What follows belongs to an exercise in optimizing a design on an open flow for small area, a short achievable clock period and few clock cycles per item; a production flow would make more cautious choices. In this exercise RTL edits were held to simulation tests only and were not proved equivalent to the original. No activity file was given, so power comes from the tool's default toggle rates.

==> flow/design.v <==
`default_nettype none
package cnn_pkg;
	localparam int PIX_W = 8;
	localparam int WGT_W = 4;
	localparam int N_CH = 4;
	localparam int PATCH = 4;
	localparam int KSIZE = 3;
	localparam int N_POS = 4;
	localparam int FEAT_W = 8;
	localparam int FEAT_MAX = 127;
	localparam int ACC_DEFAULT = 20;
	localparam int ADDR_W = 6;
	localparam logic [ADDR_W-1:0] REG_PIX_BASE = ADDR_W'(0);
	localparam logic [ADDR_W-1:0] REG_WGT_BASE = ADDR_W'(16);
	localparam logic [ADDR_W-1:0] REG_BIAS = ADDR_W'(28);
	localparam logic [ADDR_W-1:0] REG_CMD = ADDR_W'(29);
	localparam logic [ADDR_W-1:0] REG_STATUS = ADDR_W'(30);
	localparam logic [ADDR_W-1:0] REG_FEAT = ADDR_W'(31);
	localparam logic [ADDR_W-1:0] REG_MAX = ADDR_W'(32);
	typedef enum logic [1:0] {
		CMD_NOP = 2'd0,
		CMD_START = 2'd1,
		CMD_CLEAR = 2'd2
	} cmd_e;
	typedef enum logic [2:0] {
		S_IDLE,
		S_WINDOW,
		S_MAC,
		S_QUANT,
		S_POOL,
		S_DONE
	} run_state_e;
endpackage
`default_nettype wire
`default_nettype none
module kernel_mac (
	input  logic [8:0]  a0, a1, a2,
	input  logic [4:0]  b0, b1, b2,
	input  logic [17:0] s_i,
	input  logic [17:0] c_i,
	output logic [17:0] s_o,
	output logic [17:0] c_o
);
	logic t0, t1, t2, t3, t4, t5, t6, t7, t8, t9, t10, t11, t12, t13, t14, t15;
	logic t16, t17, t18, t19, t20, t21, t22, t23, t24, t25, t26, t27, t28, t29, t30, t31;
	logic t32, t33, t34, t35, t36, t37, t38, t39, t40, t41, t42, t43, t44, t45, t46, t47;
	logic t48, t49, t50, t51, t52, t53, t54, t55, t56, t57, t58, t59, t60, t61, t62, t63;
	logic t64, t65, t66, t67, t68, t69, t70, t71, t72, t73, t74, t75, t76, t77, t78, t79;
	logic t80, t81, t82, t83, t84, t85, t86, t87, t88, t89, t90, t91, t92, t93, t94, t95;
	logic t96, t97, t98, t99, t100, t101, t102, t103, t104, t105, t106, t107, t108, t109, t110, t111;
	logic t112, t113, t114, t115, t116, t117, t118, t119, t120, t121, t122, t123, t124, t125, t126, t127;
	logic t128, t129, t130, t131, t132, t133, t134, t135, t136, t137, t138, t139, t140, t141, t142, t143;
	logic t144, t145, t146, t147, t148, t149, t150, t151, t152, t153, t154, t155, t156, t157, t158, t159;
	logic t160, t161, t162, t163, t164, t165, t166, t167, t168, t169, t170, t171, t172, t173, t174, t175;
	logic t176, t177, t178, t179, t180, t181, t182, t183, t184, t185, t186, t187, t188, t189, t190, t191;
	logic t192, t193, t194, t195, t196, t197, t198, t199, t200, t201, t202, t203, t204, t205, t206, t207;
	logic t208, t209, t210, t211, t212, t213, t214, t215, t216, t217, t218, t219, t220, t221, t222, t223;
	logic t224, t225, t226, t227, t228, t229, t230, t231, t232, t233, t234, t235, t236, t237, t238, t239;
	logic t240, t241, t242, t243, t244, t245, t246, t247, t248, t249, t250, t251, t252, t253, t254, t255;
	logic t256, t257, t258, t259, t260, t261, t262, t263, t264, t265, t266, t267, t268, t269, t270, t271;
	logic t272, t273, t274, t275, t276, t277, t278, t279, t280, t281, t282, t283, t284, t285, t286, t287;
	logic t288, t289, t290, t291, t292, t293, t294, t295, t296, t297, t298, t299, t300, t301, t302, t303;
	logic t304, t305, t306, t307, t308, t309;
	assign t0 = (a0[3] & b0[0]) ^ (a0[2] & b0[1]);
	assign t1 = (a0[3] & b0[0]) & (a0[2] & b0[1]);
	assign t2 = (a0[4] & b0[0]) ^ (a0[3] & b0[1]) ^ (a0[2] & b0[2]);
	assign t3 = ((a0[4] & b0[0]) & (a0[3] & b0[1])) | ((a0[2] & b0[2]) & ((a0[4] & b0[0]) ^ (a0[3] & b0[1])));
	assign t4 = (a0[1] & b0[3]) ^ ~(a0[0] & b0[4]) ^ (a1[4] & b1[0]);
	assign t5 = ((a0[1] & b0[3]) & ~(a0[0] & b0[4])) | ((a1[4] & b1[0]) & ((a0[1] & b0[3]) ^ ~(a0[0] & b0[4])));
	assign t6 = (a1[3] & b1[1]) ^ (a1[2] & b1[2]) ^ (a1[1] & b1[3]);
	assign t7 = ((a1[3] & b1[1]) & (a1[2] & b1[2])) | ((a1[1] & b1[3]) & ((a1[3] & b1[1]) ^ (a1[2] & b1[2])));
	assign t8 = (a0[5] & b0[0]) ^ (a0[4] & b0[1]) ^ (a0[3] & b0[2]);
	assign t9 = ((a0[5] & b0[0]) & (a0[4] & b0[1])) | ((a0[3] & b0[2]) & ((a0[5] & b0[0]) ^ (a0[4] & b0[1])));
	assign t10 = (a0[2] & b0[3]) ^ ~(a0[1] & b0[4]) ^ (a1[5] & b1[0]);
	assign t11 = ((a0[2] & b0[3]) & ~(a0[1] & b0[4])) | ((a1[5] & b1[0]) & ((a0[2] & b0[3]) ^ ~(a0[1] & b0[4])));
	assign t12 = (a1[4] & b1[1]) ^ (a1[3] & b1[2]) ^ (a1[2] & b1[3]);
	assign t13 = ((a1[4] & b1[1]) & (a1[3] & b1[2])) | ((a1[2] & b1[3]) & ((a1[4] & b1[1]) ^ (a1[3] & b1[2])));
	assign t14 = ~(a1[1] & b1[4]) ^ (a2[5] & b2[0]) ^ (a2[4] & b2[1]);
	assign t15 = (~(a1[1] & b1[4]) & (a2[5] & b2[0])) | ((a2[4] & b2[1]) & (~(a1[1] & b1[4]) ^ (a2[5] & b2[0])));
	assign t16 = (a0[6] & b0[0]) ^ (a0[5] & b0[1]) ^ (a0[4] & b0[2]);
	assign t17 = ((a0[6] & b0[0]) & (a0[5] & b0[1])) | ((a0[4] & b0[2]) & ((a0[6] & b0[0]) ^ (a0[5] & b0[1])));
	assign t18 = (a0[3] & b0[3]) ^ ~(a0[2] & b0[4]) ^ (a1[6] & b1[0]);
	assign t19 = ((a0[3] & b0[3]) & ~(a0[2] & b0[4])) | ((a1[6] & b1[0]) & ((a0[3] & b0[3]) ^ ~(a0[2] & b0[4])));
	assign t20 = (a1[5] & b1[1]) ^ (a1[4] & b1[2]) ^ (a1[3] & b1[3]);
	assign t21 = ((a1[5] & b1[1]) & (a1[4] & b1[2])) | ((a1[3] & b1[3]) & ((a1[5] & b1[1]) ^ (a1[4] & b1[2])));
	assign t22 = ~(a1[2] & b1[4]) ^ (a2[6] & b2[0]) ^ (a2[5] & b2[1]);
	assign t23 = (~(a1[2] & b1[4]) & (a2[6] & b2[0])) | ((a2[5] & b2[1]) & (~(a1[2] & b1[4]) ^ (a2[6] & b2[0])));
	assign t24 = (a0[7] & b0[0]) ^ (a0[6] & b0[1]) ^ (a0[5] & b0[2]);
	assign t25 = ((a0[7] & b0[0]) & (a0[6] & b0[1])) | ((a0[5] & b0[2]) & ((a0[7] & b0[0]) ^ (a0[6] & b0[1])));
	assign t26 = (a0[4] & b0[3]) ^ ~(a0[3] & b0[4]) ^ (a1[7] & b1[0]);
	assign t27 = ((a0[4] & b0[3]) & ~(a0[3] & b0[4])) | ((a1[7] & b1[0]) & ((a0[4] & b0[3]) ^ ~(a0[3] & b0[4])));
	assign t28 = (a1[6] & b1[1]) ^ (a1[5] & b1[2]) ^ (a1[4] & b1[3]);
	assign t29 = ((a1[6] & b1[1]) & (a1[5] & b1[2])) | ((a1[4] & b1[3]) & ((a1[6] & b1[1]) ^ (a1[5] & b1[2])));
	assign t30 = ~(a1[3] & b1[4]) ^ (a2[7] & b2[0]) ^ (a2[6] & b2[1]);
	assign t31 = (~(a1[3] & b1[4]) & (a2[7] & b2[0])) | ((a2[6] & b2[1]) & (~(a1[3] & b1[4]) ^ (a2[7] & b2[0])));
	assign t32 = ~(a0[8] & b0[0]) ^ (a0[7] & b0[1]) ^ (a0[6] & b0[2]);
	assign t33 = (~(a0[8] & b0[0]) & (a0[7] & b0[1])) | ((a0[6] & b0[2]) & (~(a0[8] & b0[0]) ^ (a0[7] & b0[1])));
	assign t34 = (a0[5] & b0[3]) ^ ~(a0[4] & b0[4]) ^ ~(a1[8] & b1[0]);
	assign t35 = ((a0[5] & b0[3]) & ~(a0[4] & b0[4])) | (~(a1[8] & b1[0]) & ((a0[5] & b0[3]) ^ ~(a0[4] & b0[4])));
	assign t36 = (a1[7] & b1[1]) ^ (a1[6] & b1[2]) ^ (a1[5] & b1[3]);
	assign t37 = ((a1[7] & b1[1]) & (a1[6] & b1[2])) | ((a1[5] & b1[3]) & ((a1[7] & b1[1]) ^ (a1[6] & b1[2])));
	assign t38 = ~(a1[4] & b1[4]) ^ ~(a2[8] & b2[0]) ^ (a2[7] & b2[1]);
	assign t39 = (~(a1[4] & b1[4]) & ~(a2[8] & b2[0])) | ((a2[7] & b2[1]) & (~(a1[4] & b1[4]) ^ ~(a2[8] & b2[0])));
	assign t40 = (a2[6] & b2[2]) ^ (a2[5] & b2[3]);
	assign t41 = (a2[6] & b2[2]) & (a2[5] & b2[3]);
	assign t42 = ~(a0[8] & b0[1]) ^ (a0[7] & b0[2]) ^ (a0[6] & b0[3]);
	assign t43 = (~(a0[8] & b0[1]) & (a0[7] & b0[2])) | ((a0[6] & b0[3]) & (~(a0[8] & b0[1]) ^ (a0[7] & b0[2])));
	assign t44 = ~(a0[5] & b0[4]) ^ ~(a1[8] & b1[1]) ^ (a1[7] & b1[2]);
	assign t45 = (~(a0[5] & b0[4]) & ~(a1[8] & b1[1])) | ((a1[7] & b1[2]) & (~(a0[5] & b0[4]) ^ ~(a1[8] & b1[1])));
	assign t46 = (a1[6] & b1[3]) ^ ~(a1[5] & b1[4]) ^ ~(a2[8] & b2[1]);
	assign t47 = ((a1[6] & b1[3]) & ~(a1[5] & b1[4])) | (~(a2[8] & b2[1]) & ((a1[6] & b1[3]) ^ ~(a1[5] & b1[4])));
	assign t48 = (a2[7] & b2[2]) ^ (a2[6] & b2[3]);
	assign t49 = (a2[7] & b2[2]) & (a2[6] & b2[3]);
	assign t50 = ~(a0[8] & b0[2]) ^ (a0[7] & b0[3]) ^ ~(a0[6] & b0[4]);
	assign t51 = (~(a0[8] & b0[2]) & (a0[7] & b0[3])) | (~(a0[6] & b0[4]) & (~(a0[8] & b0[2]) ^ (a0[7] & b0[3])));
	assign t52 = (a0[2] & b0[0]) ^ (a0[1] & b0[1]) ^ (a0[0] & b0[2]);
	assign t53 = ((a0[2] & b0[0]) & (a0[1] & b0[1])) | ((a0[0] & b0[2]) & ((a0[2] & b0[0]) ^ (a0[1] & b0[1])));
	assign t54 = (a0[1] & b0[2]) ^ (a0[0] & b0[3]) ^ (a1[3] & b1[0]);
	assign t55 = ((a0[1] & b0[2]) & (a0[0] & b0[3])) | ((a1[3] & b1[0]) & ((a0[1] & b0[2]) ^ (a0[0] & b0[3])));
	assign t56 = (a1[2] & b1[1]) ^ (a1[1] & b1[2]) ^ (a1[0] & b1[3]);
	assign t57 = ((a1[2] & b1[1]) & (a1[1] & b1[2])) | ((a1[0] & b1[3]) & ((a1[2] & b1[1]) ^ (a1[1] & b1[2])));
	assign t58 = (a2[3] & b2[0]) ^ (a2[2] & b2[1]);
	assign t59 = (a2[3] & b2[0]) & (a2[2] & b2[1]);
	assign t60 = ~(a1[0] & b1[4]) ^ (a2[4] & b2[0]) ^ (a2[3] & b2[1]);
	assign t61 = (~(a1[0] & b1[4]) & (a2[4] & b2[0])) | ((a2[3] & b2[1]) & (~(a1[0] & b1[4]) ^ (a2[4] & b2[0])));
	assign t62 = (a2[2] & b2[2]) ^ (a2[1] & b2[3]) ^ ~(a2[0] & b2[4]);
	assign t63 = ((a2[2] & b2[2]) & (a2[1] & b2[3])) | (~(a2[0] & b2[4]) & ((a2[2] & b2[2]) ^ (a2[1] & b2[3])));
	assign t64 = s_i[4] ^ c_i[4] ^ 1'b1;
	assign t65 = (s_i[4] & c_i[4]) | (1'b1 & (s_i[4] ^ c_i[4]));
	assign t66 = t1 ^ t2;
	assign t67 = t1 & t2;
	assign t68 = (a2[3] & b2[2]) ^ (a2[2] & b2[3]) ^ ~(a2[1] & b2[4]);
	assign t69 = ((a2[3] & b2[2]) & (a2[2] & b2[3])) | (~(a2[1] & b2[4]) & ((a2[3] & b2[2]) ^ (a2[2] & b2[3])));
	assign t70 = s_i[5] ^ c_i[5] ^ 1'b1;
	assign t71 = (s_i[5] & c_i[5]) | (1'b1 & (s_i[5] ^ c_i[5]));
	assign t72 = t3 ^ t5 ^ t7;
	assign t73 = (t3 & t5) | (t7 & (t3 ^ t5));
	assign t74 = t8 ^ t10 ^ t12;
	assign t75 = (t8 & t10) | (t12 & (t8 ^ t10));
	assign t76 = (a2[4] & b2[2]) ^ (a2[3] & b2[3]) ^ ~(a2[2] & b2[4]);
	assign t77 = ((a2[4] & b2[2]) & (a2[3] & b2[3])) | (~(a2[2] & b2[4]) & ((a2[4] & b2[2]) ^ (a2[3] & b2[3])));
	assign t78 = s_i[6] ^ c_i[6] ^ t9;
	assign t79 = (s_i[6] & c_i[6]) | (t9 & (s_i[6] ^ c_i[6]));
	assign t80 = t11 ^ t13 ^ t15;
	assign t81 = (t11 & t13) | (t15 & (t11 ^ t13));
	assign t82 = t16 ^ t18 ^ t20;
	assign t83 = (t16 & t18) | (t20 & (t16 ^ t18));
	assign t84 = (a2[5] & b2[2]) ^ (a2[4] & b2[3]) ^ ~(a2[3] & b2[4]);
	assign t85 = ((a2[5] & b2[2]) & (a2[4] & b2[3])) | (~(a2[3] & b2[4]) & ((a2[5] & b2[2]) ^ (a2[4] & b2[3])));
	assign t86 = s_i[7] ^ c_i[7] ^ t17;
	assign t87 = (s_i[7] & c_i[7]) | (t17 & (s_i[7] ^ c_i[7]));
	assign t88 = t19 ^ t21 ^ t23;
	assign t89 = (t19 & t21) | (t23 & (t19 ^ t21));
	assign t90 = t24 ^ t26 ^ t28;
	assign t91 = (t24 & t26) | (t28 & (t24 ^ t26));
	assign t92 = ~(a2[4] & b2[4]) ^ s_i[8] ^ c_i[8];
	assign t93 = (~(a2[4] & b2[4]) & s_i[8]) | (c_i[8] & (~(a2[4] & b2[4]) ^ s_i[8]));
	assign t94 = 1'b1 ^ t25 ^ t27;
	assign t95 = (1'b1 & t25) | (t27 & (1'b1 ^ t25));
	assign t96 = t29 ^ t31 ^ t32;
	assign t97 = (t29 & t31) | (t32 & (t29 ^ t31));
	assign t98 = t34 ^ t36 ^ t38;
	assign t99 = (t34 & t36) | (t38 & (t34 ^ t36));
	assign t100 = ~(a2[5] & b2[4]) ^ s_i[9] ^ c_i[9];
	assign t101 = (~(a2[5] & b2[4]) & s_i[9]) | (c_i[9] & (~(a2[5] & b2[4]) ^ s_i[9]));
	assign t102 = 1'b1 ^ t33 ^ t35;
	assign t103 = (1'b1 & t33) | (t35 & (1'b1 ^ t33));
	assign t104 = t37 ^ t39 ^ t41;
	assign t105 = (t37 & t39) | (t41 & (t37 ^ t39));
	assign t106 = t42 ^ t44 ^ t46;
	assign t107 = (t42 & t44) | (t46 & (t42 ^ t44));
	assign t108 = ~(a1[8] & b1[2]) ^ (a1[7] & b1[3]) ^ ~(a1[6] & b1[4]);
	assign t109 = (~(a1[8] & b1[2]) & (a1[7] & b1[3])) | (~(a1[6] & b1[4]) & (~(a1[8] & b1[2]) ^ (a1[7] & b1[3])));
	assign t110 = ~(a2[8] & b2[2]) ^ (a2[7] & b2[3]) ^ ~(a2[6] & b2[4]);
	assign t111 = (~(a2[8] & b2[2]) & (a2[7] & b2[3])) | (~(a2[6] & b2[4]) & (~(a2[8] & b2[2]) ^ (a2[7] & b2[3])));
	assign t112 = s_i[10] ^ c_i[10] ^ t43;
	assign t113 = (s_i[10] & c_i[10]) | (t43 & (s_i[10] ^ c_i[10]));
	assign t114 = t45 ^ t47 ^ t49;
	assign t115 = (t45 & t47) | (t49 & (t45 ^ t47));
	assign t116 = ~(a0[8] & b0[3]) ^ ~(a0[7] & b0[4]) ^ ~(a1[8] & b1[3]);
	assign t117 = (~(a0[8] & b0[3]) & ~(a0[7] & b0[4])) | (~(a1[8] & b1[3]) & (~(a0[8] & b0[3]) ^ ~(a0[7] & b0[4])));
	assign t118 = ~(a1[7] & b1[4]) ^ ~(a2[8] & b2[3]) ^ ~(a2[7] & b2[4]);
	assign t119 = (~(a1[7] & b1[4]) & ~(a2[8] & b2[3])) | (~(a2[7] & b2[4]) & (~(a1[7] & b1[4]) ^ ~(a2[8] & b2[3])));
	assign t120 = (a0[1] & b0[0]) ^ (a0[0] & b0[1]) ^ (a1[1] & b1[0]);
	assign t121 = ((a0[1] & b0[0]) & (a0[0] & b0[1])) | ((a1[1] & b1[0]) & ((a0[1] & b0[0]) ^ (a0[0] & b0[1])));
	assign t122 = (a1[2] & b1[0]) ^ (a1[1] & b1[1]) ^ (a1[0] & b1[2]);
	assign t123 = ((a1[2] & b1[0]) & (a1[1] & b1[1])) | ((a1[0] & b1[2]) & ((a1[2] & b1[0]) ^ (a1[1] & b1[1])));
	assign t124 = (a2[2] & b2[0]) ^ (a2[1] & b2[1]) ^ (a2[0] & b2[2]);
	assign t125 = ((a2[2] & b2[0]) & (a2[1] & b2[1])) | ((a2[0] & b2[2]) & ((a2[2] & b2[0]) ^ (a2[1] & b2[1])));
	assign t126 = (a2[1] & b2[2]) ^ (a2[0] & b2[3]) ^ s_i[3];
	assign t127 = ((a2[1] & b2[2]) & (a2[0] & b2[3])) | (s_i[3] & ((a2[1] & b2[2]) ^ (a2[0] & b2[3])));
	assign t128 = c_i[3] ^ t0 ^ t53;
	assign t129 = (c_i[3] & t0) | (t53 & (c_i[3] ^ t0));
	assign t130 = t54 ^ t56;
	assign t131 = t54 & t56;
	assign t132 = t4 ^ t6 ^ t55;
	assign t133 = (t4 & t6) | (t55 & (t4 ^ t6));
	assign t134 = t57 ^ t59 ^ t60;
	assign t135 = (t57 & t59) | (t60 & (t57 ^ t59));
	assign t136 = t62 ^ t64 ^ t66;
	assign t137 = (t62 & t64) | (t66 & (t62 ^ t64));
	assign t138 = t14 ^ t61 ^ t63;
	assign t139 = (t14 & t61) | (t63 & (t14 ^ t61));
	assign t140 = t65 ^ t67 ^ t68;
	assign t141 = (t65 & t67) | (t68 & (t65 ^ t67));
	assign t142 = t70 ^ t72 ^ t74;
	assign t143 = (t70 & t72) | (t74 & (t70 ^ t72));
	assign t144 = t22 ^ t69 ^ t71;
	assign t145 = (t22 & t69) | (t71 & (t22 ^ t69));
	assign t146 = t73 ^ t75 ^ t76;
	assign t147 = (t73 & t75) | (t76 & (t73 ^ t75));
	assign t148 = t78 ^ t80 ^ t82;
	assign t149 = (t78 & t80) | (t82 & (t78 ^ t80));
	assign t150 = t30 ^ t77 ^ t79;
	assign t151 = (t30 & t77) | (t79 & (t30 ^ t77));
	assign t152 = t81 ^ t83 ^ t84;
	assign t153 = (t81 & t83) | (t84 & (t81 ^ t83));
	assign t154 = t86 ^ t88 ^ t90;
	assign t155 = (t86 & t88) | (t90 & (t86 ^ t88));
	assign t156 = t40 ^ t85 ^ t87;
	assign t157 = (t40 & t85) | (t87 & (t40 ^ t85));
	assign t158 = t89 ^ t91 ^ t92;
	assign t159 = (t89 & t91) | (t92 & (t89 ^ t91));
	assign t160 = t94 ^ t96 ^ t98;
	assign t161 = (t94 & t96) | (t98 & (t94 ^ t96));
	assign t162 = t48 ^ t93 ^ t95;
	assign t163 = (t48 & t93) | (t95 & (t48 ^ t93));
	assign t164 = t97 ^ t99 ^ t100;
	assign t165 = (t97 & t99) | (t100 & (t97 ^ t99));
	assign t166 = t102 ^ t104 ^ t106;
	assign t167 = (t102 & t104) | (t106 & (t102 ^ t104));
	assign t168 = t50 ^ t101 ^ t103;
	assign t169 = (t50 & t101) | (t103 & (t50 ^ t101));
	assign t170 = t105 ^ t107 ^ t108;
	assign t171 = (t105 & t107) | (t108 & (t105 ^ t107));
	assign t172 = t110 ^ t112 ^ t114;
	assign t173 = (t110 & t112) | (t114 & (t110 ^ t112));
	assign t174 = s_i[11] ^ c_i[11] ^ t51;
	assign t175 = (s_i[11] & c_i[11]) | (t51 & (s_i[11] ^ c_i[11]));
	assign t176 = t109 ^ t111 ^ t113;
	assign t177 = (t109 & t111) | (t113 & (t109 ^ t111));
	assign t178 = t115 ^ t116 ^ t118;
	assign t179 = (t115 & t116) | (t118 & (t115 ^ t116));
	assign t180 = (a0[8] & b0[4]) ^ (a1[8] & b1[4]) ^ (a2[8] & b2[4]);
	assign t181 = ((a0[8] & b0[4]) & (a1[8] & b1[4])) | ((a2[8] & b2[4]) & ((a0[8] & b0[4]) ^ (a1[8] & b1[4])));
	assign t182 = s_i[12] ^ c_i[12] ^ t117;
	assign t183 = (s_i[12] & c_i[12]) | (t117 & (s_i[12] ^ c_i[12]));
	assign t184 = (a0[0] & b0[0]) ^ (a1[0] & b1[0]);
	assign t185 = (a0[0] & b0[0]) & (a1[0] & b1[0]);
	assign t186 = (a1[0] & b1[1]) ^ (a2[1] & b2[0]) ^ (a2[0] & b2[1]);
	assign t187 = ((a1[0] & b1[1]) & (a2[1] & b2[0])) | ((a2[0] & b2[1]) & ((a1[0] & b1[1]) ^ (a2[1] & b2[0])));
	assign t188 = s_i[1] ^ c_i[1];
	assign t189 = s_i[1] & c_i[1];
	assign t190 = s_i[2] ^ c_i[2] ^ t52;
	assign t191 = (s_i[2] & c_i[2]) | (t52 & (s_i[2] ^ c_i[2]));
	assign t192 = t121 ^ t122 ^ t124;
	assign t193 = (t121 & t122) | (t124 & (t121 ^ t122));
	assign t194 = t58 ^ t123 ^ t125;
	assign t195 = (t58 & t123) | (t125 & (t58 ^ t123));
	assign t196 = t126 ^ t128 ^ t130;
	assign t197 = (t126 & t128) | (t130 & (t126 ^ t128));
	assign t198 = t127 ^ t129 ^ t131;
	assign t199 = (t127 & t129) | (t131 & (t127 ^ t129));
	assign t200 = t132 ^ t134 ^ t136;
	assign t201 = (t132 & t134) | (t136 & (t132 ^ t134));
	assign t202 = t133 ^ t135 ^ t137;
	assign t203 = (t133 & t135) | (t137 & (t133 ^ t135));
	assign t204 = t138 ^ t140 ^ t142;
	assign t205 = (t138 & t140) | (t142 & (t138 ^ t140));
	assign t206 = t139 ^ t141 ^ t143;
	assign t207 = (t139 & t141) | (t143 & (t139 ^ t141));
	assign t208 = t144 ^ t146 ^ t148;
	assign t209 = (t144 & t146) | (t148 & (t144 ^ t146));
	assign t210 = t145 ^ t147 ^ t149;
	assign t211 = (t145 & t147) | (t149 & (t145 ^ t147));
	assign t212 = t150 ^ t152 ^ t154;
	assign t213 = (t150 & t152) | (t154 & (t150 ^ t152));
	assign t214 = t151 ^ t153 ^ t155;
	assign t215 = (t151 & t153) | (t155 & (t151 ^ t153));
	assign t216 = t156 ^ t158 ^ t160;
	assign t217 = (t156 & t158) | (t160 & (t156 ^ t158));
	assign t218 = t157 ^ t159 ^ t161;
	assign t219 = (t157 & t159) | (t161 & (t157 ^ t159));
	assign t220 = t162 ^ t164 ^ t166;
	assign t221 = (t162 & t164) | (t166 & (t162 ^ t164));
	assign t222 = t163 ^ t165 ^ t167;
	assign t223 = (t163 & t165) | (t167 & (t163 ^ t165));
	assign t224 = t168 ^ t170 ^ t172;
	assign t225 = (t168 & t170) | (t172 & (t168 ^ t170));
	assign t226 = t169 ^ t171 ^ t173;
	assign t227 = (t169 & t171) | (t173 & (t169 ^ t171));
	assign t228 = t174 ^ t176 ^ t178;
	assign t229 = (t174 & t176) | (t178 & (t174 ^ t176));
	assign t230 = t119 ^ t175 ^ t177;
	assign t231 = (t119 & t175) | (t177 & (t119 ^ t175));
	assign t232 = t179 ^ t180 ^ t182;
	assign t233 = (t179 & t180) | (t182 & (t179 ^ t180));
	assign t234 = s_i[13] ^ c_i[13] ^ 1'b1;
	assign t235 = (s_i[13] & c_i[13]) | (1'b1 & (s_i[13] ^ c_i[13]));
	assign t236 = t181 ^ t183;
	assign t237 = t181 & t183;
	assign t238 = (a2[0] & b2[0]) ^ s_i[0];
	assign t239 = (a2[0] & b2[0]) & s_i[0];
	assign t240 = t120 ^ t185 ^ t186;
	assign t241 = (t120 & t185) | (t186 & (t120 ^ t185));
	assign t242 = t187 ^ t189 ^ t190;
	assign t243 = (t187 & t189) | (t190 & (t187 ^ t189));
	assign t244 = t191 ^ t193 ^ t194;
	assign t245 = (t191 & t193) | (t194 & (t191 ^ t193));
	assign t246 = t195 ^ t197 ^ t198;
	assign t247 = (t195 & t197) | (t198 & (t195 ^ t197));
	assign t248 = t199 ^ t201 ^ t202;
	assign t249 = (t199 & t201) | (t202 & (t199 ^ t201));
	assign t250 = t203 ^ t205 ^ t206;
	assign t251 = (t203 & t205) | (t206 & (t203 ^ t205));
	assign t252 = t207 ^ t209 ^ t210;
	assign t253 = (t207 & t209) | (t210 & (t207 ^ t209));
	assign t254 = t211 ^ t213 ^ t214;
	assign t255 = (t211 & t213) | (t214 & (t211 ^ t213));
	assign t256 = t215 ^ t217 ^ t218;
	assign t257 = (t215 & t217) | (t218 & (t215 ^ t217));
	assign t258 = t219 ^ t221 ^ t222;
	assign t259 = (t219 & t221) | (t222 & (t219 ^ t221));
	assign t260 = t223 ^ t225 ^ t226;
	assign t261 = (t223 & t225) | (t226 & (t223 ^ t225));
	assign t262 = t227 ^ t229 ^ t230;
	assign t263 = (t227 & t229) | (t230 & (t227 ^ t229));
	assign t264 = t231 ^ t233 ^ t234;
	assign t265 = (t231 & t233) | (t234 & (t231 ^ t233));
	assign t266 = s_i[14] ^ c_i[14] ^ t235;
	assign t267 = (s_i[14] & c_i[14]) | (t235 & (s_i[14] ^ c_i[14]));
	assign t268 = s_i[15] ^ c_i[15];
	assign t269 = s_i[15] & c_i[15];
	assign t270 = s_i[16] ^ c_i[16];
	assign t271 = s_i[16] & c_i[16];
	assign t272 = s_i[17] ^ c_i[17];
	assign t273 = s_i[17] & c_i[17];
	assign t274 = c_i[0] ^ t184;
	assign t275 = c_i[0] & t184;
	assign t276 = t188 ^ t239 ^ t240;
	assign t277 = (t188 & t239) | (t240 & (t188 ^ t239));
	assign t278 = t192 ^ t241 ^ t242;
	assign t279 = (t192 & t241) | (t242 & (t192 ^ t241));
	assign t280 = t196 ^ t243 ^ t244;
	assign t281 = (t196 & t243) | (t244 & (t196 ^ t243));
	assign t282 = t200 ^ t245 ^ t246;
	assign t283 = (t200 & t245) | (t246 & (t200 ^ t245));
	assign t284 = t204 ^ t247 ^ t248;
	assign t285 = (t204 & t247) | (t248 & (t204 ^ t247));
	assign t286 = t208 ^ t249 ^ t250;
	assign t287 = (t208 & t249) | (t250 & (t208 ^ t249));
	assign t288 = t212 ^ t251 ^ t252;
	assign t289 = (t212 & t251) | (t252 & (t212 ^ t251));
	assign t290 = t216 ^ t253 ^ t254;
	assign t291 = (t216 & t253) | (t254 & (t216 ^ t253));
	assign t292 = t220 ^ t255 ^ t256;
	assign t293 = (t220 & t255) | (t256 & (t220 ^ t255));
	assign t294 = t224 ^ t257 ^ t258;
	assign t295 = (t224 & t257) | (t258 & (t224 ^ t257));
	assign t296 = t228 ^ t259 ^ t260;
	assign t297 = (t228 & t259) | (t260 & (t228 ^ t259));
	assign t298 = t232 ^ t261 ^ t262;
	assign t299 = (t232 & t261) | (t262 & (t232 ^ t261));
	assign t300 = t236 ^ t263 ^ t264;
	assign t301 = (t236 & t263) | (t264 & (t236 ^ t263));
	assign t302 = t237 ^ t265 ^ t266;
	assign t303 = (t237 & t265) | (t266 & (t237 ^ t265));
	assign t304 = 1'b1 ^ t267 ^ t268;
	assign t305 = (1'b1 & t267) | (t268 & (1'b1 ^ t267));
	assign t306 = 1'b1 ^ t269 ^ t270;
	assign t307 = (1'b1 & t269) | (t270 & (1'b1 ^ t269));
	assign t308 = 1'b1 ^ t271 ^ t272;
	assign t309 = (1'b1 & t271) | (t272 & (1'b1 ^ t271));
	assign s_o = {t307, t305, t303, t301, t299, t297, t295, t293, t291, t289, t287, t285, t283, t281, t279, t277, t275, t238};
	assign c_o = {t308, t306, t304, t302, t300, t298, t296, t294, t292, t290, t288, t286, t284, t282, t280, t278, t276, t274};
endmodule
`default_nettype wire
`default_nettype none
module conv_top (
	input  logic        clk,
	input  logic        rst_n,
	input  logic        wb_cyc_i,
	input  logic        wb_stb_i,
	input  logic        wb_we_i,
	input  logic [5:0]  wb_adr_i,
	input  logic [31:0] wb_dat_i,
	output logic [31:0] wb_dat_o,
	output logic        wb_ack_o
);
	logic go, go2;
	logic done_q;
	logic req, wr, pix_w, wgt_w, bias_w, cmd_w, start_cmd, clear_cmd;
	logic max_wait;
	assign req = wb_cyc_i && wb_stb_i;
	assign wb_ack_o = req && !(max_wait && wb_adr_i == 6'd32);
	assign wr = req && wb_we_i && rst_n;
	assign max_wait = go || go2;
	assign pix_w = wr && wb_adr_i[5:4] == 2'b00;
	assign wgt_w = wr && wb_adr_i >= 6'd16 && wb_adr_i <= 6'd27;
	assign bias_w = wr && wb_adr_i == 6'd28;
	assign cmd_w = wr && wb_adr_i == 6'd29 && wb_dat_i[31:2] == 30'd0;
	assign start_cmd = cmd_w && wb_dat_i[1:0] == 2'd1;
	assign clear_cmd = cmd_w && wb_dat_i[1:0] == 2'd2;
	logic [15:0] sp0, sp1;
	logic [11:0] sw0, sw1;
	always_comb begin
		sp0 = '0;
		sp1 = '0;
		sw0 = '0;
		sw1 = '0;
		for (int ch = 0; ch < 4; ch++) begin
			for (int r = 0; r < 4; r++) begin
				if (wb_adr_i == 6'(ch * 4 + r)) begin
					sp0[ch * 4 + r] = 1'b1;
					if (r < 3) sw0[ch * 3 + r] = 1'b1;
					if (r > 0) sw1[ch * 3 + r - 1] = 1'b1;
				end
			end
			for (int kr = 0; kr < 3; kr++) begin
				if (wb_adr_i == 6'(16 + ch * 3 + kr)) begin
					sp0[ch * 4 + kr] = 1'b1;
					sp1[ch * 4 + kr + 1] = 1'b1;
					sw0[ch * 3 + kr] = 1'b1;
				end
			end
		end
	end
	logic [31:0] pix [16];
	logic [15:0] pix_v;
	logic [11:0] wgt [12];
	logic [11:0] wgt_v;
	logic signed [3:0] bias;
	always_ff @(posedge clk) begin
		for (int i = 0; i < 16; i++)
			if (wr && wb_adr_i == 6'(i)) pix[i] <= wb_dat_i;
		for (int i = 0; i < 12; i++)
			if (wr && wb_adr_i == 6'(16 + i)) wgt[i] <= wb_dat_i[11:0];
	end
	always_ff @(posedge clk) begin
		if (!rst_n) begin
			pix_v <= '0;
			wgt_v <= '0;
			bias <= '0;
		end else begin
			for (int i = 0; i < 16; i++)
				if (wr && wb_adr_i == 6'(i)) pix_v[i] <= 1'b1;
			for (int i = 0; i < 12; i++)
				if (wr && wb_adr_i == 6'(16 + i)) wgt_v[i] <= 1'b1;
			if (bias_w) bias <= wb_dat_i[3:0];
		end
	end
	logic [31:0] prow0, prow1;
	logic [11:0] wrow0, wrow1;
	logic        q_pix, q_wgt;
	logic [31:0] x0_q, x1_q;
	logic [11:0] y0_q, y1_q;
	always_comb begin
		prow0 = '0;
		prow1 = '0;
		wrow0 = '0;
		wrow1 = '0;
		for (int i = 0; i < 16; i++) begin
			prow0 = prow0 | ({32{sp0[i] & pix_v[i]}} & pix[i]);
			prow1 = prow1 | ({32{sp1[i] & pix_v[i]}} & pix[i]);
		end
		for (int i = 0; i < 12; i++) begin
			wrow0 = wrow0 | ({12{sw0[i] & wgt_v[i]}} & wgt[i]);
			wrow1 = wrow1 | ({12{sw1[i] & wgt_v[i]}} & wgt[i]);
		end
	end
	always_ff @(posedge clk) begin
		if (!rst_n) begin
			q_pix <= 1'b0;
			q_wgt <= 1'b0;
		end else begin
			q_pix <= pix_w;
			q_wgt <= wgt_w;
		end
	end
	always_ff @(posedge clk) begin
		x0_q <= pix_w ? wb_dat_i : prow0;
		x1_q <= pix_w ? prow0 : prow1;
		y0_q <= pix_w ? wrow0 : wb_dat_i[11:0];
		y1_q <= pix_w ? wrow1 : wrow0;
	end
	logic [8:0] a [2][4];
	logic [4:0] b [2][3];
	always_comb begin
		for (int x = 0; x < 4; x++) begin
			if (q_pix) begin
				a[0][x] = {1'b0, x0_q[(3-x)*8 +: 8]} - {1'b0, x1_q[(3-x)*8 +: 8]};
				a[1][x] = a[0][x];
			end else begin
				a[0][x] = {1'b0, x0_q[(3-x)*8 +: 8]};
				a[1][x] = {1'b0, x1_q[(3-x)*8 +: 8]};
			end
		end
		for (int c = 0; c < 3; c++) begin
			if (q_pix) begin
				b[0][c] = {y0_q[(2-c)*4+3], y0_q[(2-c)*4 +: 4]};
				b[1][c] = {y1_q[(2-c)*4+3], y1_q[(2-c)*4 +: 4]};
			end else if (q_wgt) begin
				b[0][c] = {y0_q[(2-c)*4+3], y0_q[(2-c)*4 +: 4]}
					- {y1_q[(2-c)*4+3], y1_q[(2-c)*4 +: 4]};
				b[1][c] = b[0][c];
			end else begin
				b[0][c] = '0;
				b[1][c] = '0;
			end
		end
	end
	logic [17:0] acc_s [4];
	logic [17:0] acc_c [4];
	logic [17:0] nxt_s [4];
	logic [17:0] nxt_c [4];
	for (genvar p = 0; p < 4; p++) begin : g_pos
		kernel_mac u_mac (
			.a0(a[p/2][p%2]), .a1(a[p/2][p%2 + 1]), .a2(a[p/2][p%2 + 2]),
			.b0(b[p/2][0]), .b1(b[p/2][1]), .b2(b[p/2][2]),
			.s_i(fb_s[p]), .c_i(fb_c[p]), .s_o(nxt_s[p]), .c_o(nxt_c[p])
		);
	end
	logic rst_q;
	logic [17:0] fb_s [4];
	logic [17:0] fb_c [4];
	always_ff @(posedge clk) rst_q <= !rst_n;
	always_comb begin
		for (int p = 0; p < 4; p++) begin
			fb_s[p] = rst_q ? 18'd64 : acc_s[p];
			fb_c[p] = rst_q ? 18'd0 : acc_c[p];
		end
	end
	always_ff @(posedge clk) begin
		for (int p = 0; p < 4; p++) begin
			acc_s[p] <= nxt_s[p];
			acc_c[p] <= nxt_c[p];
		end
	end
	logic [6:0] feat [4];
	logic [6:0] fmax;
	always_ff @(posedge clk) begin
		if (!rst_n) begin
			go <= 1'b0;
			done_q <= 1'b0;
		end else begin
			go <= start_cmd;
			if (start_cmd) done_q <= 1'b1;
			else if (clear_cmd) done_q <= 1'b0;
		end
	end
	logic [6:0] fc [4];
	logic [6:0] fm;
	always_comb begin
		logic ge [4][4];
		for (int p = 0; p < 4; p++) begin
			logic [17:0] sum;
			logic [10:0] f;
			sum = acc_s[p] + acc_c[p] + {{7{bias[3]}}, bias, 7'd0};
			f = sum[17:7];
			fc[p] = f[10] ? 7'd0 : (f[9:7] != 3'd0 ? 7'd127 : f[6:0]);
		end
		for (int i = 0; i < 4; i++)
			for (int j = 0; j < 4; j++)
				ge[i][j] = feat[i] >= feat[j];
		if (ge[0][1] && ge[0][2] && ge[0][3]) fm = feat[0];
		else if (ge[1][2] && ge[1][3]) fm = feat[1];
		else if (ge[2][3]) fm = feat[2];
		else fm = feat[3];
	end
	always_ff @(posedge clk) begin
		if (!rst_n) begin
			for (int p = 0; p < 4; p++) feat[p] <= '0;
			fmax <= '0;
			go2 <= 1'b0;
		end else begin
			if (go) begin
				for (int p = 0; p < 4; p++) feat[p] <= fc[p];
			end
			if (go2) fmax <= fm;
			go2 <= go;
		end
	end
	always_comb begin
		case (wb_adr_i)
			6'd30: wb_dat_o = {30'd0, done_q, 1'b0};
			6'd31: wb_dat_o = {1'b0, feat[0], 1'b0, feat[1], 1'b0, feat[2], 1'b0, feat[3]};
			6'd32: wb_dat_o = {25'd0, fmax};
			default: wb_dat_o = '0;
		endcase
	end
endmodule
`default_nettype wire
==> flow/flow/run.sh <==
#!/bin/bash
# The standard layout (standard.sh) with two changes:
#  - after the standard synthesis, flow/fa_polarity.py re-polarises the full adders
#    of the synthesized netlist to drop the inverters between them (same function,
#    same registers, same cells otherwise);
#  - the port buffers that ORFS puts on every input and output are BUF cells of
#    drive 4 instead of ORFS's default pick.
# MARGIN is ORFS's SETUP_SLACK_MARGIN (how far below the clock period the setup
# repair aims); the clock period and constraints are the standard flow's.
set -euo pipefail
MARGIN=5.5
PORTBUF=sky130_fd_sc_hd__buf_4
sed -e "s/SETUP_SLACK_MARGIN=[0-9.]*/SETUP_SLACK_MARGIN=$MARGIN/" \
    -e "s/ \"\${@:-finish}\"/ BUFFER_PORTS_ARGS=\"-buffer_cell $PORTBUF\" \"\${@:-finish}\"/" \
    standard.sh > standard_mod.sh
grep -q "SETUP_SLACK_MARGIN=$MARGIN" standard_mod.sh
grep -q "BUFFER_PORTS_ARGS" standard_mod.sh
R=$(pwd)/orfs/results/sky130hd/conv_top/base
bash standard_mod.sh synth > synth.log 2>&1
cp "$R/1_2_yosys.v" yosys_standard.v
python3 flow/fa_polarity.py yosys_standard.v "$R/1_2_yosys.v" > fa_polarity.log 2>&1
touch "$R/1_2_yosys.v"
bash standard_mod.sh do-1_synth > synth_odb.log 2>&1
bash standard_mod.sh > layout.log 2>&1
==> flow/flow/fa_polarity.py <==
#!/usr/bin/env python3
"""Re-polarise the full adders of a flat sky130 netlist to drop inverters.

A full adder is self-dual: FA(~a, ~b, ~c) = (~cout, ~sum). Yosys's adder
extraction picks each adder's polarity on its own, so chains of adders are often
joined through inverters. This picks a polarity per full adder (flipping one
complements all its pins) that needs as few inverters as possible, then rewires
the netlist: every signal is taken from its driver, through one shared inverter
where the polarity differs. Registers, ports and all other cells are untouched
except for which net feeds their inputs. The function is unchanged.

usage: fa_polarity.py IN.v OUT.v
"""
import re, sys, random, collections

OUT_PINS = {"X", "Y", "Q", "Q_N", "SUM", "COUT", "HI", "LO"}
INV_RE = re.compile(r"^sky130_fd_sc_hd__inv_\d+$")
FA_RE = re.compile(r"^sky130_fd_sc_hd__fa_\d+$")

src = open(sys.argv[1]).read()
m = re.search(r"\bmodule\s+(\S+)\s*\((.*?)\);(.*)\bendmodule", src, re.S)
head_end = m.start(3)
body = m.group(3)

# statements of the body
stmts = [s.strip() for s in re.split(r";\s*\n", body) if s.strip()]
decls = []   # input/output/wire declarations, kept as is
cells = []   # [type, name, [(pin, net)], ]
other = []
cell_re = re.compile(r"^(\S+)\s+(\S+)\s*\((.*)\)$", re.S)
pin_re = re.compile(r"\.(\w+)\s*\(\s*(.*?)\s*\)\s*(?:,|$)", re.S)
ports_out = set()
ports_in = set()
for s in stmts:
    s2 = s.rstrip(";").strip()
    w = s2.split()[0]
    if w in ("input", "output", "wire", "inout"):
        decls.append(s2)
        toks = s2.replace(",", " ").split()
        names = [t for t in toks[1:] if not t.startswith("[")]
        rng = re.search(r"\[(\d+):(\d+)\]", s2)
        for n in names:
            if w == "wire":
                continue
            if rng:
                hi, lo = int(rng.group(1)), int(rng.group(2))
                bits = [f"{n}[{i}]" for i in range(min(hi, lo), max(hi, lo) + 1)]
            else:
                bits = [n]
            (ports_out if w == "output" else ports_in).update(bits)
        continue
    if w == "assign":
        other.append(s2)
        continue
    mm = cell_re.match(s2)
    if not mm:
        other.append(s2)
        continue
    pins = [(p, n.strip()) for p, n in pin_re.findall(mm.group(3))]
    cells.append([mm.group(1), mm.group(2), pins])

if any(o.startswith("assign") for o in other):
    # nets joined by assigns would need aliasing; leave such netlists alone
    open(sys.argv[2], "w").write(src)
    print("assign statements present: netlist left unchanged")
    sys.exit(0)

def norm(n):
    return n.replace(" ", "")

def is_const(n):
    return "'" in n

driver = {}
for ci, (t, name, pins) in enumerate(cells):
    for p, n in pins:
        if p in OUT_PINS and not is_const(n):
            driver[norm(n)] = (ci, p)

# inverters that may be removed: output not a port
inv_cells = set()
for ci, (t, name, pins) in enumerate(cells):
    if INV_RE.match(t):
        d = dict(pins)
        if norm(d["Y"]) not in ports_out:
            inv_cells.add(ci)

def root(n):
    n = norm(n)
    par = 0
    seen = 0
    while n in driver and driver[n][0] in inv_cells and seen < 100:
        ci = driver[n][0]
        n = norm(dict(cells[ci][2])["A"])
        par ^= 1
        seen += 1
    return n, par

fa_cells = [ci for ci, c in enumerate(cells) if FA_RE.match(c[0])]
fa_index = {ci: k for k, ci in enumerate(fa_cells)}

# loads: (cell index or None for port, pin, root net, parity)
loads = collections.defaultdict(list)   # root -> list of (ci, pin, par)
for ci, (t, name, pins) in enumerate(cells):
    if ci in inv_cells:
        continue
    for p, n in pins:
        if p in OUT_PINS or is_const(n):
            continue
        r, par = root(n)
        loads[r].append((ci, p, par))
for pn in ports_out:
    if pn in driver and driver[pn][0] in inv_cells:
        pass  # not possible: such inverters are kept
# roots driven by a kept inverter whose output is a port: those are ordinary cells

flip = [0] * len(fa_cells)

def provided(r):
    d = driver.get(r)
    if d and d[0] in fa_index:
        return flip[fa_index[d[0]]]
    return 0

def need(ci, p, par):
    if ci in fa_index and p in ("A", "B", "CIN"):
        return par ^ flip[fa_index[ci]]
    return par

def root_cost(r):
    q = provided(r)
    for ci, p, par in loads[r]:
        if need(ci, p, par) != q:
            return 1
    return 0

# roots touched by each fa
fa_roots = []
for ci in fa_cells:
    rs = set()
    for p, n in cells[ci][2]:
        if is_const(n):
            continue
        if p in OUT_PINS:
            rs.add(norm(n))
        else:
            rs.add(root(n)[0])
    fa_roots.append(rs)

def total():
    return sum(root_cost(r) for r in loads)

best = total()
print("inverters before:", len(inv_cells), "needed with current polarity:", best)
improved = True
it = 0
while improved and it < 50:
    improved = False
    it += 1
    order = list(range(len(fa_cells)))
    random.Random(it).shuffle(order)
    for k in order:
        before = sum(root_cost(r) for r in fa_roots[k])
        flip[k] ^= 1
        after = sum(root_cost(r) for r in fa_roots[k])
        if after < before:
            improved = True
        else:
            flip[k] ^= 1
# simulated annealing on top of the greedy result
import math
rng = random.Random(12345)
cur = total()
bestflip = flip[:]
bestcost = cur
T = 1.0
steps = 400000
for st in range(steps):
    T = 1.0 * (1 - st / steps) + 0.02
    k = rng.randrange(len(fa_cells))
    before = sum(root_cost(r) for r in fa_roots[k])
    flip[k] ^= 1
    after = sum(root_cost(r) for r in fa_roots[k])
    d = after - before
    if d <= 0 or rng.random() < math.exp(-d / T):
        cur += d
        if cur < bestcost:
            bestcost = cur
            bestflip = flip[:]
    else:
        flip[k] ^= 1
flip[:] = bestflip
final = total()
print("inverters needed after polarity choice:", final, "flipped:", sum(flip))

# rewrite
newinv = {}
uid = 0
def inv_net(r):
    global uid
    if r not in newinv:
        uid += 1
        newinv[r] = (f"_fapol_inv_{uid}_", f"_fapol_n_{uid}_")
    return newinv[r][1]

def fmt(n):
    return n if (n.startswith("\\") is False) else n + " "

netname = {}
for ci, (t, name, pins) in enumerate(cells):
    for p, n in pins:
        netname.setdefault(norm(n), n)

for r in loads:
    q = provided(r)
    for ci, p, par in loads[r]:
        want = need(ci, p, par)
        pins = cells[ci][2]
        for k, (pp, n) in enumerate(pins):
            if pp == p:
                if want == q:
                    pins[k] = (pp, netname.get(r, r))
                else:
                    pins[k] = (pp, inv_net(r))

out = [src[:head_end]]
for d in decls:
    out.append("  " + d + " ;\n")
for r, (iname, nnet) in newinv.items():
    out.append(f"  wire {nnet};\n")
for ci, (t, name, pins) in enumerate(cells):
    if ci in inv_cells:
        continue
    conn = ",\n".join(f"    .{p}({n if not n.startswith(chr(92)) else n.rstrip() + ' '})" for p, n in pins)
    out.append(f"  {t} {name} (\n{conn}\n  );\n")
for r, (iname, nnet) in newinv.items():
    rn = netname.get(r, r)
    if rn.startswith("\\"):
        rn = rn.rstrip() + " "
    out.append(f"  sky130_fd_sc_hd__inv_1 {iname} (\n    .A({rn}),\n    .Y({nnet})\n  );\n")
out.append("endmodule\n")
open(sys.argv[2], "w").write("".join(out))
print("inverters written:", len(newinv), "kept port inverters:",
      sum(1 for ci, c in enumerate(cells) if INV_RE.match(c[0]) and ci not in inv_cells))
==> flow/standard.sh <==
#!/bin/bash
# synth_recipe.tcl (not shown) runs the flow's synth.tcl, then flattens the netlist and writes it again
# the make line also repeats each setting of config.mk as NAME=value (left out here)
make -C /OpenROAD-flow-scripts/flow DESIGN_CONFIG=/design/flow/config.mk WORK_HOME=/design/flow/orfs CLKGATE_MAP_FILE= SYNTH_SCRIPT=/design/flow/synth_recipe.tcl "${@:-finish}"
==> flow/config.mk <==
export PLATFORM = sky130hd
export DESIGN_NAME = conv_top
export DESIGN_NICKNAME = conv_top
export VERILOG_FILES = /design/flow/design.v
export SDC_FILE = /design/flow/constraint.sdc
export NUM_CORES = 8
export LEC_CHECK = 0
export CAP_MARGIN = 20
export CORE_MARGIN = 2
export CORE_UTILIZATION = 65
export CTS_BUF_LIST = sky130_fd_sc_hd__clkbuf_8
export CTS_CLUSTER_DIAMETER = 50
export CTS_CLUSTER_SIZE = 18
export SETUP_SLACK_MARGIN = 5
export SLEW_MARGIN = 20
==> flow/constraint.sdc <==
create_clock -name core_clock -period 11.0 [get_ports {clk}]
set_input_delay 2.2000 -clock core_clock [delete_from_list [all_inputs] [get_ports {clk}]]
set_output_delay 2.2000 -clock core_clock [all_outputs]
set_load 0.01 [all_outputs]
==> results.sh, run 1 <==
export IMPL_via_per_inst=6.946
export IMPL_die_area_um2=92660
export IMPL_outcome="timing/DRC/antenna clean"
export IMPL_arrival_ps=3640
export IMPL_fin_tns_setup_ps=0
export IMPL_fin_ws_ps=5155
export IMPL_syn_inst=4848
export IMPL_final_cell_mix="edfxtp_1 (656), fa_1 (498), nor2_1 (436)"
export IMPL_p_total_mw=9.625
export IMPL_drtAntennaViolNets=0
export IMPL_clk_latency_ps=900
export IMPL_clock_sinks=961
export IMPL_maxSlewViolCount=0
export IMPL_final_cells=6245
export IMPL_antenna_found_initial=11
export IMPL_areaGrowthSynthToFinish_pct=11.82
export IMPL_io_pins=76
export IMPL_p_per_area_nw_per_um2=146.8
export IMPL_clock_fmax_mhz=171.1
export IMPL_p_leak_nw=24.72
export IMPL_start_kind="input pin"
export IMPL_ctsLongestPathBuffers=3
export IMPL_io_buffers=71
export IMPL_finalSetupViolCount=0
export IMPL_cp_required_ps=8800
export IMPL_comb_power_share=0.264
export IMPL_dp_slack_ps=4463
export IMPL_die_h_um=304.4
export IMPL_tritoncts="built"
export IMPL_p_int_mw=6.519
export IMPL_route_vias_total=43380
export IMPL_fin_crit_sh=0.5313
export IMPL_hold_path_class="reg -> reg"
export IMPL_sequentialPowerShare=0.435
export IMPL_place_congestion=0.9587
export IMPL_whs_ps=456.2
export IMPL_core_area_um2=89740
export IMPL_die_w_um=304.4
export IMPL_drv_cap=0
export IMPL_drc=0
export IMPL_row_count=110
export IMPL_switching_share=0.3227
export IMPL_p_clk_frac=0.301
export IMPL_hold_viol=0
export IMPL_rsz0062_at_grt="true"
export IMPL_numCtsBuffers=104
export IMPL_grt_pass1_vias=43830
export IMPL_h_tree_depth=3
export IMPL_peakVddDrop_mv=0.1612
export IMPL_clk_pin_slew_worst_paths_ps=90
export IMPL_start_util=0.6536
export IMPL_grt_usage=0.4121
export IMPL_avgRoutedWirePerCell_um=30.95
export IMPL_tightestPinTransition_ps=1222
export IMPL_place_inst=5954
export IMPL_root_buffer="clkbuf_8"
export IMPL_relSlewSlack=0.1853
export IMPL_grt_pass1_wl_um=279000
export IMPL_grt_max_degree=84
export IMPL_end_kind="output port"
export IMPL_fin_crit_ps=5845
export IMPL_nNetsFinal=5845
export IMPL_path_max_fanout=2
export IMPL_switchingPower_mw=3.106
export IMPL_finalWirelength_um=193300
export IMPL_critPathKind="in -> out"
export IMPL_syn_area_um2=58650
export IMPL_dpl_hpwl_um=119900
export IMPL_hold_buffers=0
export IMPL_clock_skew_final_ps=92.22
export IMPL_drtIter0Drc=6476
export IMPL_ys_warn_count=25
export IMPL_firstDrtPassIters=10
export IMPL_layout_drive_gt1_share=0.1831
export IMPL_final_common_cell="edfxtp_1"
export IMPL_grt_ovfl_total=0
export IMPL_avgSynthCellArea_um2=12.10
==> routing by layer <==
metal  part of all wire  GRT usage
met5            0.00011          0
met1               0.35     0.5154
met3               0.12     0.1049
met4              0.074     0.2520
met2               0.45     0.6495
==> sequential cells by signal, summed over array words and instances, names as in the netlist <==
| register | count |
|---|---|
| pix_v | 16 |
| q_pix | 1 |
| acc_c | 72 |
| feat | 28 |
| y1_q | 12 |
| go2 | 1 |
| wgt_v | 12 |
| acc_s | 72 |
| bias | 4 |
| wgt | 144 |
| pix | 512 |
| rst_q | 1 |
| y0_q | 12 |
| done_q | 1 |
| fmax | 7 |
| go | 1 |
| x0_q | 32 |
| q_wgt | 1 |
| x1_q | 32 |
==> through the flow <==
stage | util | area, um^2
detailed placement | 0.6791 | 60940
global route | 0.7307 | 65570
floorplan | - | 58840
CTS | 0.7198 | 64590
finish | 0.7309 | 65590
global placement | 0.6789 | 60920
==> worst max-delay path, stage by stage <==
cell	delay, ps
buf_12	100
or4_4	560
nor3b_4	280
o21ai_4	150
and3_4	230
buf_6	110
==> power by group through the flow <==
stage	clock network (mW)	logic [mW]	registers (mW)
floorplan	0	1.84	4.22
global placement	0	2.37	4.26
detailed placement	0	2.44	4.27
CTS	2.91	2.49	4.18
global route	3.04	2.89	4.21
finish	2.89	2.55	4.18
==> area by class of cell <==
cell class                 instances  area [um^2]
multi-input combinational       3253        31810
antenna                           11        27.53
timing repair buffer             269         2355
sequential                       961        25830
tap                             1176         1471
inverter                         381         1443
clock buffer                     108         1486
fill                            6219        24150
clock inverter                    86         1159
==> timing repair <==
action / 4_1_cts / 5_1_grt
gates resized for setup: 132 / 165
gates cloned: 5 / 4
endpoints found under the setup margin: 108 / 80
buffers inserted: 34 / 43
pin swaps: 37 / 124
==> final timing paths <==
| kind | from | to | slack (ps) | cells past startpoint |
|---|---|---|---|---|
| setup reg to reg | x0_q[16] | acc_c[3][10] | 5410 | 22 |
| hold / removal | pix_v[12] | pix_v[12] | 460 | 1 |
| setup / recovery | wb_adr_i[0] | wb_ack_o | 5160 | 6 |
| hold reg to reg | pix_v[12] | pix_v[12] | 460 | 1 |
Testbench counts, summed over its fixed seeds: cycles 11,761, jobs 512.
==> run 2, diff against run 1 <==
--- a/flow/flow/run.sh
+++ b/flow/flow/run.sh
@@ -8,7 +8,7 @@
 # MARGIN is ORFS's SETUP_SLACK_MARGIN (how far below the clock period the setup
 # repair aims); the clock period and constraints are the standard flow's.
 set -euo pipefail
-MARGIN=5.5
+MARGIN=6
 PORTBUF=sky130_fd_sc_hd__buf_4
 sed -e "s/SETUP_SLACK_MARGIN=[0-9.]*/SETUP_SLACK_MARGIN=$MARGIN/" \
     -e "s/ \"\${@:-finish}\"/ BUFFER_PORTS_ARGS=\"-buffer_cell $PORTBUF\" \"\${@:-finish}\"/" \
==> results.sh, run 2 <==
export IMPL_hold_path_class="reg -> reg"
export IMPL_grt_pass1_vias=45070
export IMPL_regArea_um2=25850
export IMPL_reg_largest_list="pix x512, wgt x144"
export IMPL_multi_input_comb_area_um2=32990
export IMPL_drtIter0Drc=7526
export IMPL_fillers=5575
export IMPL_fin_crit_sh=0.5274
export IMPL_p_total_mw=9.677
export IMPL_maxSlewViolCount=0
export IMPL_areaGrowthSynthToFinish_pct=16.38
export IMPL_outcome="timing/DRC/antenna clean"
export IMPL_p_leak_nw=25.58
export IMPL_ys_warn_count=25
export IMPL_final_cell_mix="edfxtp_1 (656), nor2_1 (406), fa_1 (358)"
export IMPL_grt_pass1_wl_um=290200
export IMPL_ctsLongestPathBuffers=3
export IMPL_whs_ps=456.6
export IMPL_tritoncts="built"
export IMPL_grt_max_degree=74
export IMPL_avgRoutedWirePerCell_um=31.79
export IMPL_fin_crit_ps=5801
export IMPL_syn_inst=4848
export IMPL_hold_buffers=0
export IMPL_peakVddDrop_mv=0.1561
export IMPL_drc=0
export IMPL_route_vias_total=44700
export IMPL_place_congestion=0.9643
export IMPL_cp_required_ps=8800
export IMPL_end_kind="output port"
export IMPL_clock_sinks=961
export IMPL_dpl_hpwl_um=121000
export IMPL_tightestPinTransition_ps=1299
export IMPL_fin_tns_setup_ps=0
export IMPL_layout_drive_gt1_share=0.2558
export IMPL_grt_ovfl_total=0
export IMPL_hold_viol=0
export IMPL_largest_reg_flops=512
export IMPL_critPathKind="in -> out"
export IMPL_avgSynthCellArea_um2=12.10
export IMPL_io_pins=76
export IMPL_via_per_inst=7.019
export IMPL_drv_cap=0
export IMPL_h_tree_depth=3
export IMPL_io_buffers=71
export IMPL_firstDrtPassIters=10
export IMPL_utilization=0.7607
export IMPL_syn_area_um2=58650
export IMPL_root_buffer="clkbuf_8"
export IMPL_clock_fmax_mhz=172.4
export IMPL_p_per_area_nw_per_um2=141.8
export IMPL_relSlewSlack=0.1337
export IMPL_top_register="pix"
export IMPL_die_h_um=304.4
export IMPL_finalWirelength_um=202400
export IMPL_row_count=110
export IMPL_drtAntennaViolNets=0
export IMPL_arrival_ps=3600
export IMPL_clock_skew_final_ps=80.03
export IMPL_clk_pin_slew_worst_paths_ps=90
export IMPL_die_w_um=304.4
export IMPL_final_common_cell="edfxtp_1"
export IMPL_start_kind="input pin"
export IMPL_nNetsFinal=5974
export IMPL_clk_latency_ps=860
export IMPL_antenna_found_initial=13
export IMPL_grt_usage=0.4293
export IMPL_finalSetupViolCount=0
export IMPL_die_area_um2=92660
export IMPL_core_area_um2=89740
export IMPL_numCtsBuffers=103
export IMPL_start_util=0.6536
export IMPL_rsz0062_at_grt="true"
export IMPL_path_max_fanout=7
## run 2: what timing repair did
action	CTS	global route
gates cloned	13	4
endpoints found under the setup margin	134	106
setup buffers	138	68
pin swaps	177	179
gates resized for setup	419	197
## run 2: power breakdown
group | internal [mW] | switching [mW] | leakage (nW)
Clock | 1.26 | 1.53 | 1.26
Combinational | 1.20 | 1.49 | 15.9
Sequential | 4.05 | 0.152 | 8.40
Total | 6.51 | 3.17 | 25.6
## run 2: worst paths after layout
check | startpoint | to | slack (ps) | depth (start not counted)
worst max-delay path | wb_adr_i[0] | wb_dat_o[0] | 5200 | 6
worst min-delay path | pix_v[8] | pix_v[8] | 460 | 1
worst max register to register | x0_q[8] | acc_c[1][7] | 5450 | 21
worst min register to register | pix_v[8] | pix_v[8] | 460 | 1
## run 2: stage by stage
| step | cell area (um^2) | setup WS [ps] | instances |
|---|---|---|---|
| CTS | 66920 | 5227 | 6291 |
| finish | 68260 | 5199 | 6369 |
| global placement | 61340 | 4599 | 5946 |
| global route | 68250 | 5146 | 6367 |
| floorplan | 59420 | 5287 | 4851 |
| detailed placement | 61350 | 4539 | 5947 |
## run 2: area by class of cell
cell class | count | share of cell area
diodes | 6 | 0.0002200
clock buffers | 109 | 0.02198
clock inverters | 84 | 0.01485
inverters | 381 | 0.02148
multi-input cells | 3257 | 0.4833
flip-flops and latches | 961 | 0.3787
well taps | 1176 | 0.02156
repair buffers | 395 | 0.05787
## run 2: per-layer routing
layer,vias to the layer above,GRT usage,wire length [um]
met3,982,0.1258,27660
li1,18230,-,-
met2,3602,0.6661,91310
met4,8,0.2580,14820
met1,21880,0.5371,68610
met5,-,0,56
## run 2: worst max-delay path, stage by stage
cell and delay, ps:
buf_16 100, or4_4 560, nor3b_4 240, buf_6 200, a22o_1 180, buf_6 110
==> run 3, diff against run 2 <==
--- a/flow/flow/run.sh
+++ b/flow/flow/run.sh
@@ -8,7 +8,7 @@
 # MARGIN is ORFS's SETUP_SLACK_MARGIN (how far below the clock period the setup
 # repair aims); the clock period and constraints are the standard flow's.
 set -euo pipefail
-MARGIN=6
+MARGIN=4.5
 PORTBUF=sky130_fd_sc_hd__buf_4
 sed -e "s/SETUP_SLACK_MARGIN=[0-9.]*/SETUP_SLACK_MARGIN=$MARGIN/" \
     -e "s/ \"\${@:-finish}\"/ BUFFER_PORTS_ARGS=\"-buffer_cell $PORTBUF\" \"\${@:-finish}\"/" \
==> results.sh, run 3 <==
export IMPL_syn_inst=4848
export IMPL_tritoncts="built"
export IMPL_rr_startpoint="q_pix"
export IMPL_clock_skew_final_ps=93.84
export IMPL_place_inst=5951
export IMPL_rsz0062_at_grt="false"
export IMPL_top_register="pix"
export IMPL_areaGrowthSynthToFinish_pct=8.087
export IMPL_largest_reg_flops=512
export IMPL_grt_ovfl_total=0
export IMPL_switchingPower_mw=3.028
export IMPL_layout_drive_gt1_share=0.1300
export IMPL_relSlewSlack=0.1446
export IMPL_avgRoutedWirePerCell_um=30.38
export IMPL_critPathKind="in -> out"
export IMPL_final_common_cell="edfxtp_1"
export IMPL_p_int_mw=6.416
export IMPL_numCtsBuffers=106
export IMPL_timing_rr_end="acc_c[0][10]"
export IMPL_drc=0
export IMPL_row_count=110
export IMPL_crit_chain="buf_4, nand2_1, nor3_4, nand2_1, nand3_1, buf_4"
export IMPL_hold_path_class="reg -> reg"
export IMPL_fin_tns_setup_ps=0
export IMPL_crit_end="wb_dat_o[1]"
export IMPL_r2r_cells=14
export IMPL_tightestPinTransition_ps=1277
export IMPL_route_vias_total=42810
export IMPL_p_total_mw=9.444
export IMPL_clk_pin_slew_worst_paths_ps=90
export IMPL_final_cell_mix="edfxtp_1 (656), fa_1 (579), nor2_1 (442)"
export IMPL_drv_cap=0
export IMPL_fin_crit_sh=0.5762
export IMPL_cp_depth=6
export IMPL_finalSetupViolCount=0
export IMPL_utilization=0.7065
export IMPL_antenna_found_initial=11
export IMPL_peakVddDrop_mv=0.1678
export IMPL_dpl_hpwl_um=120000
export IMPL_grt_max_degree=84
export IMPL_firstDrtPassIters=9
export IMPL_place_congestion=0.9859
export IMPL_path_max_fanout=22
export IMPL_p_per_area_nw_per_um2=149.0
export IMPL_root_buffer="clkbuf_8"
export IMPL_clock_fmax_mhz=157.8
export IMPL_crit_buf_inv=2
export IMPL_h_tree_depth=3
export IMPL_finalWirelength_um=187200
export IMPL_p_clk_frac=0.297
export IMPL_p_leak_nw=23.96
export IMPL_start_kind="input pin"
export IMPL_die_h_um=304.4
export IMPL_switching_share=0.3207
export IMPL_via_per_inst=6.947
export IMPL_start_util=0.6536
export IMPL_syn_area_um2=58650
export IMPL_clk_latency_ps=880
export IMPL_nNetsFinal=5759
export IMPL_clock_sinks=961
export IMPL_drtIter0Drc=7181
export IMPL_avgSynthCellArea_um2=12.10
export IMPL_crit_path_max_incr_delay_ps=700
export IMPL_cp_startpoint="wb_adr_i[0]"
export IMPL_hold_viol=0
export IMPL_maxSlewViolCount=0
export IMPL_reg_largest_list="pix x512, wgt x144"
export IMPL_end_kind="output port"
export IMPL_crit_path_top_delay_cell="nand2_1"
export IMPL_io_buffers=71
export IMPL_grt_usage=0.4062
export IMPL_fin_crit_ps=6338
export IMPL_final_cells=6163
export IMPL_sequentialPowerShare=0.443
export IMPL_grt_pass1_vias=43170
export IMPL_die_area_um2=92660
export IMPL_reg2reg_slack_ps=4870
export IMPL_arrival_ps=4140
export IMPL_grt_pass1_wl_um=276200
export IMPL_path_delay_family="simple AND/OR/NAND/NOR gates"
export IMPL_core_area_um2=89740
export IMPL_ctsLongestPathBuffers=3
export IMPL_io_pins=76
export IMPL_cp_required_ps=8800
export IMPL_ys_warn_count=25
export IMPL_outcome="timing/DRC/antenna clean"
export IMPL_die_w_um=304.4
export IMPL_drtAntennaViolNets=0
export IMPL_comb_power_share=0.260
-- run 3: layer usage --
metal | vias up | track usage | share of wire
met5 | - | 0 | 0
met4 | 0 | 0.2194 | 0.061
met3 | 740 | 0.1163 | 0.13
met2 | 3164 | 0.6305 | 0.46
met1 | 21100 | 0.5202 | 0.35
li1 | 17810 | - | -
-- run 3: stage by stage --
stage | area, um^2 | setup slack [ps] | hold slack [ps]
after global placement | 60790 | 4247 | 426.5
after global routing | 63380 | 4549 | 467.3
final | 63400 | 4662 | 456.2
after CTS | 63330 | 4555 | 456.7
after detailed placement | 60790 | 4187 | 436.5
after floorplan | 58670 | 5122 | 418.1
-- run 3: cell type report --
cell class	instances	area [um^2]
Timing Repair Buffer	184	1381
Multi-Input combinational cell	3250	30740
Fill cell	6497	26340
Clock inverter	93	1060
Antenna cell	11	27.53
Clock buffer	107	1473
Sequential cell	961	25810
Inverter	381	1431
Tap cell	1176	1471
-- run 3: how the worst min path moves through the flow --
| stage | from | depth (start not counted) | slack [ps] | to |
|---|---|---|---|---|
| after floorplan | pix_v[12] | 1 | 420 | pix_v[12] |
| after global routing | pix_v[12] | 1 | 470 | pix_v[12] |
| after CTS | pix_v[12] | 1 | 460 | pix_v[12] |
| final | pix_v[12] | 1 | 460 | pix_v[12] |
| after detailed placement | pix_v[12] | 1 | 440 | pix_v[12] |
| after global placement | pix_v[8] | 1 | 430 | pix_v[8] |
-- run 3: power by group through the flow --
| stage | Clock, mW | Sequential (mW) | Combinational (mW) |
|---|---|---|---|
| global placement | 0 | 4.26 | 2.35 |
| CTS | 2.83 | 4.18 | 2.45 |
| finish | 2.80 | 4.19 | 2.45 |
| detailed placement | 0 | 4.27 | 2.43 |
| floorplan | 0 | 4.22 | 1.83 |
| global route | 2.96 | 4.21 | 2.80 |
-- run 3: timing repair --
| action | in CTS | in global routing |
|---|---|---|
| pin swaps | 1 | 0 |
| setup endpoints to repair | 8 | 13 |
| setup buffers | 1 | 0 |
| hold buffers | 0 | 0 |
| gates resized for setup | 1 | 1 |

## port drivers added, routing unchanged
How much do the figures lean on ideal ports? The routed layouts below were timed once more, with nothing changed but the port constraints.
Step 1 (the two cells are an assumption about what drives the block):
set clk [get_ports {clk}]
set_driving_cell -lib_cell sky130_fd_sc_hd__clkbuf_16 $clk
set_driving_cell -lib_cell sky130_fd_sc_hd__buf_2 [delete_from_list [all_inputs] $clk]
Step 2 also shifts input and output timing later by t, the mid clock arrival at the registers, as if the neighbouring blocks saw the same clock.
a / b / c = no drivers / after step 1 / after step 2; a / b = the first two.
run | t (ns) | slack for setup (ns) | worst setup path at the end | latest minus earliest clock arrival (ns) | pins driven straight from the clock port
run 1 | 0.931 | 5.155 / 5.065 / 5.065 | input to output | 0.100 / 0.099 | 1
run 2 | 0.901 | 5.199 / 5.105 / 5.105 | input to output | 0.081 / 0.082 | 1
run 3 | 0.899 | 4.662 / 4.600 / 4.600 | input to output | 0.096 / 0.096 | 1
After both steps setup and hold are still met in every run listed. The setup slack of run 2, which loses most, moves by -0.094 ns with the drivers and by -0.094 ns with both steps.
